Source: an optimization exercise on an open RTL-to-GDS flow (aim: small area, a short achievable clock period and few clock cycles per item). Production flows keep margins and buffers that such runs may drop.
In this exercise RTL edits were held to simulation tests only and were not proved equivalent to the original.
No activity file was given, so power comes from the tool's default toggle rates.

Design canonical_huffman_bit_decoder, start of the top module:
module canonical_huffman_bit_decoder #(
  parameter int MAX_CODE_LENGTH = 16,
  parameter int MAX_SYMBOLS     = 256
) (
  input  logic              clk,
  input  logic              rst,
  input  logic              start,
  output logic              busy,
  input  chbd_pkg::opcode_t opcode,
  input  logic [4:0]        level,
  input  logic [7:0]        count,
  input  logic [7:0]        symbol_index,
  input  logic [7:0]        symbol,
  input  logic [8:0]        value_total,
  input  logic              bit_req,
  output logic              done,
  output chbd_pkg::status_t status,
  output logic [7:0]        decoded_symbol,
  output logic [4:0]        code_length
);
  logic [8:0]  in_tot;
  logic [15:0] in_p;
  always_comb begin
    in_tot = (value_total > 9'd256) ? 9'd257 : value_total;
    unique case (opcode)
      OP_COUNT:  in_p = {3'd0, level, count};
      OP_SYMBOL: in_p = {symbol_index, symbol};
      OP_FINISH: in_p = {7'd0, in_tot};
      default:   in_p = {15'd0, bit_req};
    endcase
  end
  logic        a_v;
  logic [2:0]  a_op;
  logic [15:0] a_p;
  logic        a_b;        
  logic        a_sym;      
  logic [15:0] a_wa_hi;    
  logic [15:0] a_wa_lo;
  logic        a_hold;
  logic        accept;
  assign accept = start && !busy;
  logic rst_q;
  always_ff @(posedge clk) rst_q <= rst;
  always_ff @(posedge clk) begin
    if (rst) begin
      a_v <= 1'b0;
    end else if (!a_hold) begin
      a_v <= accept;
    end
  end
  always_ff @(posedge clk) begin
    if (!busy) begin
      a_op <= opcode;
      a_p  <= in_p;
      a_b  <= bit_req;
    end
  end
  logic [7:0]  counts [NUM_LEN];
  logic        ready;
  logic [4:0]  k;        
  logic [8:0]  q;        
  logic        eq;       
  logic [8:0]  off;      
  logic [7:0]  r_cnt;    
  logic        r_lb;     
  logic        r_lv;     
  logic [8*MAX_SYMBOLS-1:0] sym_ram;    
  logic [7:0]               r1_pos;
  logic              w_busy;
  chbd_pkg::status_t w_st_status;
  logic              w_ofl;
  logic [11:0]       w_sum;
  logic [15:0]       w_free;
  logic [4:0]        w_longest;
  logic [3:0]        w_idx;
  logic              w_go_st;
  logic a_clear, a_count, a_symbol, a_finish, a_decode;
  always_comb begin
    a_clear  = a_v && (a_op == OP_CLEAR);
  ...
export LEC_CHECK = 0
export CAP_MARGIN = 20
export CORE_MARGIN = 2
export CORE_UTILIZATION = 40
export CTS_CLUSTER_DIAMETER = 80
export CTS_CLUSTER_SIZE = 24
export SLEW_MARGIN = 20
create_clock -name core_clock -period 9.0 [get_ports {clk}]
standard.sh (not shown) runs the stock make flow with config.mk's settings and CLKGATE_MAP_FILE= SYNTH_SCRIPT=/design/flow/synth_recipe.tcl, a recipe that flattens the netlist after the stock synthesis.
==> flow/flow/run.sh <==
#!/bin/bash
# The standard layout, with the timing repair aimed at a shorter period
# than the design's (a larger setup slack margin). The synthesis is the
# standard one, run unchanged; the SDC, floorplan and every other step are
# the standard flow's own. Each run's full output goes to a log file here; ORFS keeps
# each step's log under orfs/logs.
set -euo pipefail
MARGIN=5.8
bash standard.sh synth > synth.log 2>&1
bash standard.sh SETUP_SLACK_MARGIN=$MARGIN finish > layout.log 2>&1
The starting point produced a clean layout.
Testbench counts at the start, summed over its fixed seeds: cycles 92,206, items 91,490.
Rerun with:
--- a/flow/flow/run.sh
+++ b/flow/flow/run.sh
@@ -7,3 +7,3 @@
 set -euo pipefail
-MARGIN=5.8
+MARGIN=6.0
 bash standard.sh synth > synth.log 2>&1
--- a/flow/config.mk
+++ b/flow/config.mk
@@ -10,4 +10,4 @@
 export CORE_UTILIZATION = 40
-export CTS_CLUSTER_DIAMETER = 80
-export CTS_CLUSTER_SIZE = 24
+export CTS_CLUSTER_DIAMETER = 100
+export CTS_CLUSTER_SIZE = 30
 export SLEW_MARGIN = 20
=> The new run finished with timing, DRC and antenna clean. Critical path depth drops by 8. Sequential share of layout area climbs by 0.13 points. First-iteration DRC count drops by about 2%. Via count drops by 0.67%. Non-clock buffer count climbs by 10. Fmax climbs by 2.3%. Global-route usage climbs by 0.19 points. Sequential cell count does not change. Count of clock-buffer cells in the layout drops by 33. Register-to-register slack gets better by 0.30 ns. Setup slack gets better by 0.073 ns.

========
## build 14
canonical_huffman_bit_decoder, a different RTL version from the one above (not shown whole).
For scale: ~5100 cells after synthesis, roughly 2400 flip-flops, roughly 95000 um2 of cells after synthesis.
Settings: LEC_CHECK=0, CAP_MARGIN=20, CORE_MARGIN=2, CORE_UTILIZATION=50, CTS_CLUSTER_DIAMETER=100, CTS_CLUSTER_SIZE=30, SLEW_MARGIN=20; clock period 9.0 ns.
==> flow/flow/run.sh <==
#!/bin/bash
# The standard layout, with the timing repair aimed at a shorter period
# than the design's (a larger setup slack margin). The synthesis is the
# standard one, run unchanged; the SDC, floorplan and every other step are
# the standard flow's own. Each run's full output goes to a log file here; ORFS keeps
# each step's log under orfs/logs.
set -euo pipefail
MARGIN=6.0
bash standard.sh synth > synth.log 2>&1
bash standard.sh SETUP_SLACK_MARGIN=$MARGIN finish > layout.log 2>&1
Testbench counts of build 14, summed over its fixed seeds: cycles 92,214, items 91,490.
### build 14 -> build 18
# build 14
export LEC_CHECK = 0
export CAP_MARGIN = 20
export CORE_MARGIN = 2
export CORE_UTILIZATION = 50
export CTS_CLUSTER_DIAMETER = 100
export CTS_CLUSTER_SIZE = 30
export SLEW_MARGIN = 20
create_clock -name core_clock -period 9.0 [get_ports {clk}]
# build 18
export LEC_CHECK = 0
export CAP_MARGIN = 20
export CORE_MARGIN = 2
export CORE_UTILIZATION = 40
export CTS_CLUSTER_DIAMETER = 100
export CTS_CLUSTER_SIZE = 30
export SLEW_MARGIN = 20
create_clock -name core_clock -period 9.0 [get_ports {clk}]
Findings:
Having completed the whole flow, build 18 delivered a layout that passed the timing, design-rule and antenna checks.
Of the two candidates, build 14 has the better clock power and build 18 the worse one.
Comparing build 18 and build 14, the higher signed area change from the synthesized netlist to the final layout is on build 18.
Sort build 18 and build 14 by setup slack desc -> top: build 14
Against build 14, build 18 comes in 2000 um higher on HPWL after detailed placement.
[compare] base=build 14 new=build 18: post-layout instance area now sits higher, met1 wire length went down.
Diff build 18..build 14 | multiplexer area fraction after synthesis | unchanged
Relative to build 18, the following input files were edited for build 36:
# build 18
export LEC_CHECK = 0
export CAP_MARGIN = 20
export CORE_MARGIN = 2
export CORE_UTILIZATION = 40
export CTS_CLUSTER_DIAMETER = 100
export CTS_CLUSTER_SIZE = 30
export SLEW_MARGIN = 20
create_clock -name core_clock -period 9.0 [get_ports {clk}]
# build 36
export LEC_CHECK = 0
export CAP_MARGIN = 20
export CORE_MARGIN = 2
export CORE_UTILIZATION = 40
export CTS_CLUSTER_DIAMETER = 100
export CTS_CLUSTER_SIZE = 30
export PLACE_DENSITY = 0.72
export SLEW_MARGIN = 20
create_clock -name core_clock -period 9.0 [get_ports {clk}]
==> run summary <==
- Cell area of build 36 is on par with build 18.
- Max largest net degree at the start of global routing across build 36 and build 18: build 36
- Compared with build 18, in build 36 static leakage climbed about 0.44%, instance area at placement shows no meaningful change, HPWL reported at the end of detailed placement now sits lower, power went down by 130 uW.
- Looking at non-clock buffer count, build 36 sits about 2% higher than build 18 does.
- Sort build 36 and build 18 by met2 wire length, ascending, and build 36 comes first.
- Of build 36 and build 18, the higher fraction of the cycle the final worst path needs belongs to build 18.
What build 2 does differently from build 36 at the input level:
# build 36
export LEC_CHECK = 0
export CAP_MARGIN = 20
export CORE_MARGIN = 2
export CORE_UTILIZATION = 40
export CTS_CLUSTER_DIAMETER = 100
export CTS_CLUSTER_SIZE = 30
export PLACE_DENSITY = 0.72
export SLEW_MARGIN = 20
create_clock -name core_clock -period 9.0 [get_ports {clk}]
# build 2
export LEC_CHECK = 0
export CAP_MARGIN = 20
export CORE_MARGIN = 2
export CORE_UTILIZATION = 40
export CTS_CLUSTER_DIAMETER = 100
export CTS_CLUSTER_SIZE = 30
export SLEW_MARGIN = 20
create_clock -name core_clock -period 9.0 [get_ports {clk}]
diff --git a/flow/flow/run.sh b/flow/flow/run.sh
--- a/flow/flow/run.sh
+++ b/flow/flow/run.sh
@@ -7,3 +7,3 @@
 set -euo pipefail
-MARGIN=6.0
+MARGIN=5.9
 bash standard.sh synth > synth.log 2>&1
Notes after the runs:
Diff build 36 -> build 2: final-layout clock buffer total -about 9%, source-to-sink clock delay at the later pin of the worst-skew pair ~0 delta, initial antenna violation count +4.

[port drivers added, routing unchanged]
No port has a modelled driver above. Below, the same layouts with a new extraction and two added sets of constraints.
Step 1 assumes that a clkbuf_16 drives the clock port and a buf_2 every other input.
Step 2 times the ports against the registers' clock, not the clock port: input delays grow and output delays shrink by t, the midpoint of the rising clock arrivals with the driver on.
a / b / c = no drivers / after step 1 / after step 2; a / b = the first two.
| run | shift t [ns] | slack for setup (ns) | worst setup path after step 2 | latest minus earliest clock arrival (ns) | cell pins on the clock port's net |
|---|---|---|---|---|---|
| the first run of note 1 | 0.890 | 5.760 / 5.734 / 5.042 | input to register | 0.054 / 0.054 | 1 |
| the second run of note 1 | 0.867 | 5.833 / 5.745 / 5.275 | input to register | 0.099 / 0.099 | 1 |
| build 14 | 0.865 | 5.931 / 5.846 / 5.184 | input to register | 0.057 / 0.057 | 1 |
| build 18 | 0.881 | 5.852 / 5.763 / 5.165 | input to register | 0.098 / 0.097 | 1 |
| build 36 | 0.866 | 5.933 / 5.847 / 5.252 | input to register | 0.068 / 0.068 | 1 |
| build 2 | 0.865 | 5.924 / 5.833 / 5.183 | input to register | 0.050 / 0.049 | 1 |
After both steps every run listed still meets setup and hold. The setup slack of build 14, which loses most, moves by -0.085 ns with the drivers and by -0.747 ns with both steps.
